From an optimization exercise on the open Yosys and OpenROAD flow, aimed at small area and a short achievable clock period; shortcuts taken in it are not production practice. Only simulation tests tie the RTL to the original design; equivalence was not proved. Power is estimated from default activity; no workload was simulated.

== alpha ==
// store_buffer
module store_buffer #(
    parameter int sq_depth = 8
) (
    input  logic                            clk,
    input  logic                            rst,
    input  logic                            rob_flush,
    input  logic                            lsq_valid,
    input  logic                            lsq_ready,
    input  logic                            lsq_is_load,
    input  logic [lsu_pkg::xlen-1:0]        lsq_addr,
    input  logic [lsu_pkg::mask_bits-1:0]   lsq_mask,
    input  logic [lsu_pkg::xlen-1:0]        lsq_wdata,
    input  lsu_pkg::load_funct3_e           lsq_funct3,
    input  logic [lsu_pkg::rob_id_bits-1:0] lsq_rob_id,
    input  logic [lsu_pkg::pr_bits-1:0]     lsq_pr_dest,
    input  logic [lsu_pkg::rob_id_bits-1:0] rob_head_id,
    output logic                            lsq_dequeue,
    output logic [lsu_pkg::xlen-1:0]        dcache_addr,
    output logic [lsu_pkg::mask_bits-1:0]   dcache_rmask,
    output logic [lsu_pkg::mask_bits-1:0]   dcache_wmask,
    output logic [lsu_pkg::xlen-1:0]        dcache_wdata,
    input  logic [lsu_pkg::xlen-1:0]        dcache_rdata,
    input  logic                            dcache_resp,
    output logic                            cdb_valid,
    output logic [lsu_pkg::rob_id_bits-1:0] cdb_rob_id,
    output logic [lsu_pkg::pr_bits-1:0]     cdb_pr_dest,
    output logic [lsu_pkg::xlen-1:0]        cdb_result,
    output logic                            store_done
);
Settings: LEC_CHECK=0, CAP_MARGIN=20, CORE_MARGIN=2, CORE_UTILIZATION=35, CTS_BUF_LIST=sky130_fd_sc_hd__clkbuf_16, CTS_CLUSTER_DIAMETER=80, CTS_CLUSTER_SIZE=25, PLACE_DENSITY=0.5, SETUP_SLACK_MARGIN=4, SLEW_MARGIN=20, SYNTH_HIERARCHICAL=1, TNS_END_PERCENT=2; clock period 10.0 ns.
standard.sh (not shown) runs the stock make flow with config.mk's settings and CLKGATE_MAP_FILE= SYNTH_SCRIPT=/design/flow/synth_recipe.tcl, a recipe that flattens the netlist after the stock synthesis.
==> flow/flow/run.sh <==
#!/bin/bash
# Layout: the standard flow with two changes to how cells are picked.
#  - The port buffers use the smallest buffer cell instead of the one
#    buffer_ports picks by itself; timing repair resizes the critical ones.
#  - Slow wide OR/NOR cells (three or four series PMOS) are added to the
#    platform's don't-use list, so mapping and repair build the wide ORs of
#    the forwarding logic from NAND/AOI stages instead.
set -euo pipefail
export BUFFER_PORTS_ARGS="-buffer_cell sky130_fd_sc_hd__buf_1"
plat=$(make -s -C "$FLOW_HOME" DESIGN_CONFIG="$PWD/config.mk" WORK_HOME="$PWD/orfs" \
       print-DONT_USE_CELLS 2> print_dont_use.log | sed -n 's/^DONT_USE_CELLS: //p')
slow=""
for c in or3_1 or3_2 or3_4 or3b_1 or3b_2 or3b_4 or4_1 or4_2 or4_4 or4b_1 or4b_2 or4b_4 \
         or4bb_1 or4bb_2 or4bb_4 nor4_1 nor4_2 nor4_4 nor4b_1 nor4b_2 nor4b_4 nor4bb_1 \
         nor4bb_2 nor4bb_4 a2111o_1 a2111o_2 a2111o_4 a2111oi_0 a2111oi_1 a2111oi_2 \
         a2111oi_4 o2111a_1 o2111a_2 o2111a_4 o2111ai_1 o2111ai_2 o2111ai_4; do
  slow="$slow sky130_fd_sc_hd__$c"
done
echo "DONT_USE_CELLS=$plat$slow" > dont_use.txt
bash standard.sh "DONT_USE_CELLS=$plat$slow" synth > synth.log 2>&1
bash standard.sh "DONT_USE_CELLS=$plat$slow" finish > layout.log 2>&1
alpha finished all stages; the layout is clean.
#### Input delta (beta over alpha)
# alpha
export LEC_CHECK = 0
export CAP_MARGIN = 20
export CORE_MARGIN = 2
export CORE_UTILIZATION = 35
export CTS_BUF_LIST = sky130_fd_sc_hd__clkbuf_16
export CTS_CLUSTER_DIAMETER = 80
export CTS_CLUSTER_SIZE = 25
export PLACE_DENSITY = 0.5
export SETUP_SLACK_MARGIN = 4
export SLEW_MARGIN = 20
export SYNTH_HIERARCHICAL = 1
export TNS_END_PERCENT = 2
create_clock -name core_clock -period 10.0 [get_ports {clk}]
# beta
export LEC_CHECK = 0
export CAP_MARGIN = 20
export CORE_MARGIN = 2
export CORE_UTILIZATION = 35
export CTS_BUF_LIST = sky130_fd_sc_hd__clkbuf_16
export CTS_CLUSTER_DIAMETER = 120
export CTS_CLUSTER_SIZE = 25
export PLACE_DENSITY = 0.5
export SETUP_SLACK_MARGIN = 3.2
export SLEW_MARGIN = 20
export SYNTH_HIERARCHICAL = 1
export TNS_END_PERCENT = 2
create_clock -name core_clock -period 10.0 [get_ports {clk}]
## What came out
From alpha to beta the numbers moved as follows: global routing usage on met2 decreased by 0.61 points relative to the old numbers, clock buffer count from CTS decreased by 27% relative to the old numbers, sequential share of cell area increased by 3.2 points relative to the old numbers, worst path arrival time increased by 260 ps relative to the old numbers. In the flow results for alpha and beta, the met2 layer wire length in the routed design is larger on alpha. Status: met1 global-route usage parity (alpha, beta). [beta] non-clock buffer count fell about 6% relative to alpha. beta vs alpha: wire length down.
Relative to beta, the following input files were edited for gamma:
# beta
export LEC_CHECK = 0
export CAP_MARGIN = 20
export CORE_MARGIN = 2
export CORE_UTILIZATION = 35
export CTS_BUF_LIST = sky130_fd_sc_hd__clkbuf_16
export CTS_CLUSTER_DIAMETER = 120
export CTS_CLUSTER_SIZE = 25
export PLACE_DENSITY = 0.5
export SETUP_SLACK_MARGIN = 3.2
export SLEW_MARGIN = 20
export SYNTH_HIERARCHICAL = 1
export TNS_END_PERCENT = 2
create_clock -name core_clock -period 10.0 [get_ports {clk}]
# gamma
export LEC_CHECK = 0
export CAP_MARGIN = 20
export CORE_MARGIN = 2
export CORE_UTILIZATION = 35
export CTS_BUF_LIST = sky130_fd_sc_hd__clkbuf_8
export CTS_CLUSTER_DIAMETER = 50
export CTS_CLUSTER_SIZE = 14
export PLACE_DENSITY = 0.5
export SETUP_SLACK_MARGIN = 3.2
export SLEW_MARGIN = 20
export SYNTH_HIERARCHICAL = 1
export TNS_END_PERCENT = 2
create_clock -name core_clock -period 10.0 [get_ports {clk}]
Results
From beta to gamma the numbers moved as follows: final worst hold slack decreased by 20 ps relative to the old numbers; overall via count from detail_route increased by 519 relative to the old numbers.
Clock period minus final worst setup slack was lower in beta than in gamma.
Taking beta as the reference, in gamma largest stage delay on the critical path flat; final instance count without filler cells up about 3%; design area up about 3%; global-route usage over all layers up 0.44 points; routed wire length up about 1.2%.
gamma against beta: fraction of area in clock buffers and inverters picked up an extra 3.0 points, fmax neither gained nor lost much.
What delta does differently from gamma at the input level:
# gamma
export LEC_CHECK = 0
export CAP_MARGIN = 20
export CORE_MARGIN = 2
export CORE_UTILIZATION = 35
export CTS_BUF_LIST = sky130_fd_sc_hd__clkbuf_8
export CTS_CLUSTER_DIAMETER = 50
export CTS_CLUSTER_SIZE = 14
export PLACE_DENSITY = 0.5
export SETUP_SLACK_MARGIN = 3.2
export SLEW_MARGIN = 20
export SYNTH_HIERARCHICAL = 1
export TNS_END_PERCENT = 2
create_clock -name core_clock -period 10.0 [get_ports {clk}]
# delta
export LEC_CHECK = 0
export CAP_MARGIN = 20
export CORE_MARGIN = 2
export CORE_UTILIZATION = 35
export CTS_BUF_LIST = sky130_fd_sc_hd__clkbuf_16
export CTS_CLUSTER_DIAMETER = 80
export CTS_CLUSTER_SIZE = 25
export PLACE_DENSITY = 0.5
export SETUP_SLACK_MARGIN = 3.6
export SLEW_MARGIN = 20
export SYNTH_HIERARCHICAL = 1
export TNS_END_PERCENT = 2
create_clock -name core_clock -period 10.0 [get_ports {clk}]
Results
- delta drops fewer vias than gamma.
- The tightest hold margin reported for delta is smaller than that of gamma by 13 ps.
- delta vs. gamma: count of final setup violators neither gained nor lost much; clock share of power decreased by 4.4 points relative to the old numbers.
- delta: flow completed, timing, DRC and antenna clean
Modified inputs, epsilon compared to delta
# delta
export LEC_CHECK = 0
export CAP_MARGIN = 20
export CORE_MARGIN = 2
export CORE_UTILIZATION = 35
export CTS_BUF_LIST = sky130_fd_sc_hd__clkbuf_16
export CTS_CLUSTER_DIAMETER = 80
export CTS_CLUSTER_SIZE = 25
export PLACE_DENSITY = 0.5
export SETUP_SLACK_MARGIN = 3.6
export SLEW_MARGIN = 20
export SYNTH_HIERARCHICAL = 1
export TNS_END_PERCENT = 2
create_clock -name core_clock -period 10.0 [get_ports {clk}]
# epsilon
export LEC_CHECK = 0
export CAP_MARGIN = 20
export CORE_MARGIN = 2
export CORE_UTILIZATION = 35
export CTS_BUF_LIST = sky130_fd_sc_hd__clkbuf_16
export CTS_CLUSTER_DIAMETER = 120
export CTS_CLUSTER_SIZE = 25
export PLACE_DENSITY = 0.5
export SETUP_SLACK_MARGIN = 3.4
export SLEW_MARGIN = 20
export SYNTH_HIERARCHICAL = 1
export TNS_END_PERCENT = 2
create_clock -name core_clock -period 10.0 [get_ports {clk}]
[summary]
Worst-path cell with the longest stage delay: a221o_1 -> epsilon, a211o_1 -> delta. epsilon: clock latency reported for the late side of the worst-skew pair 20 ps above delta. Share of layout cells above drive strength 1 ended up 1.0 points lower on epsilon than on delta. Of the two candidates, delta has the worse wire length and epsilon the better one. The power of the combinational group on delta is in line with that on epsilon.

re-timing with driven ports:
How much do the figures lean on ideal ports? The routed layouts below were timed once more, with nothing changed but the port constraints.
Step 1 assumes that a clkbuf_16 drives the clock port and a buf_2 every other input.
Step 2 adds t to the input delays and takes it off the output delays; t is the mean of the earliest and latest rising clock arrival at the registers after step 1. Input paths then give back, and output paths get back, about the clock's delay inside the block.
Three values: ideal, step 1, step 2; two values: the first two.
| run | shift t [ns] | setup WS [ns] | worst setup path at the end |
|---|---|---|---|
| alpha | 0.648 | 3.510 / 3.473 / 3.473 | input to output |
| beta | 0.683 | 3.248 / 3.229 / 3.229 | input to output |
| gamma | 0.737 | 3.242 / 3.223 / 3.223 | input to output |
| delta | 0.659 | 3.530 / 3.487 / 3.487 | input to output |
| epsilon | 0.678 | 3.421 / 3.367 / 3.367 | input to output |
After both steps every run listed still meets setup and hold. For epsilon, which loses most, drivers alone change the setup slack by -0.054 ns; drivers and shift together by -0.054 ns.
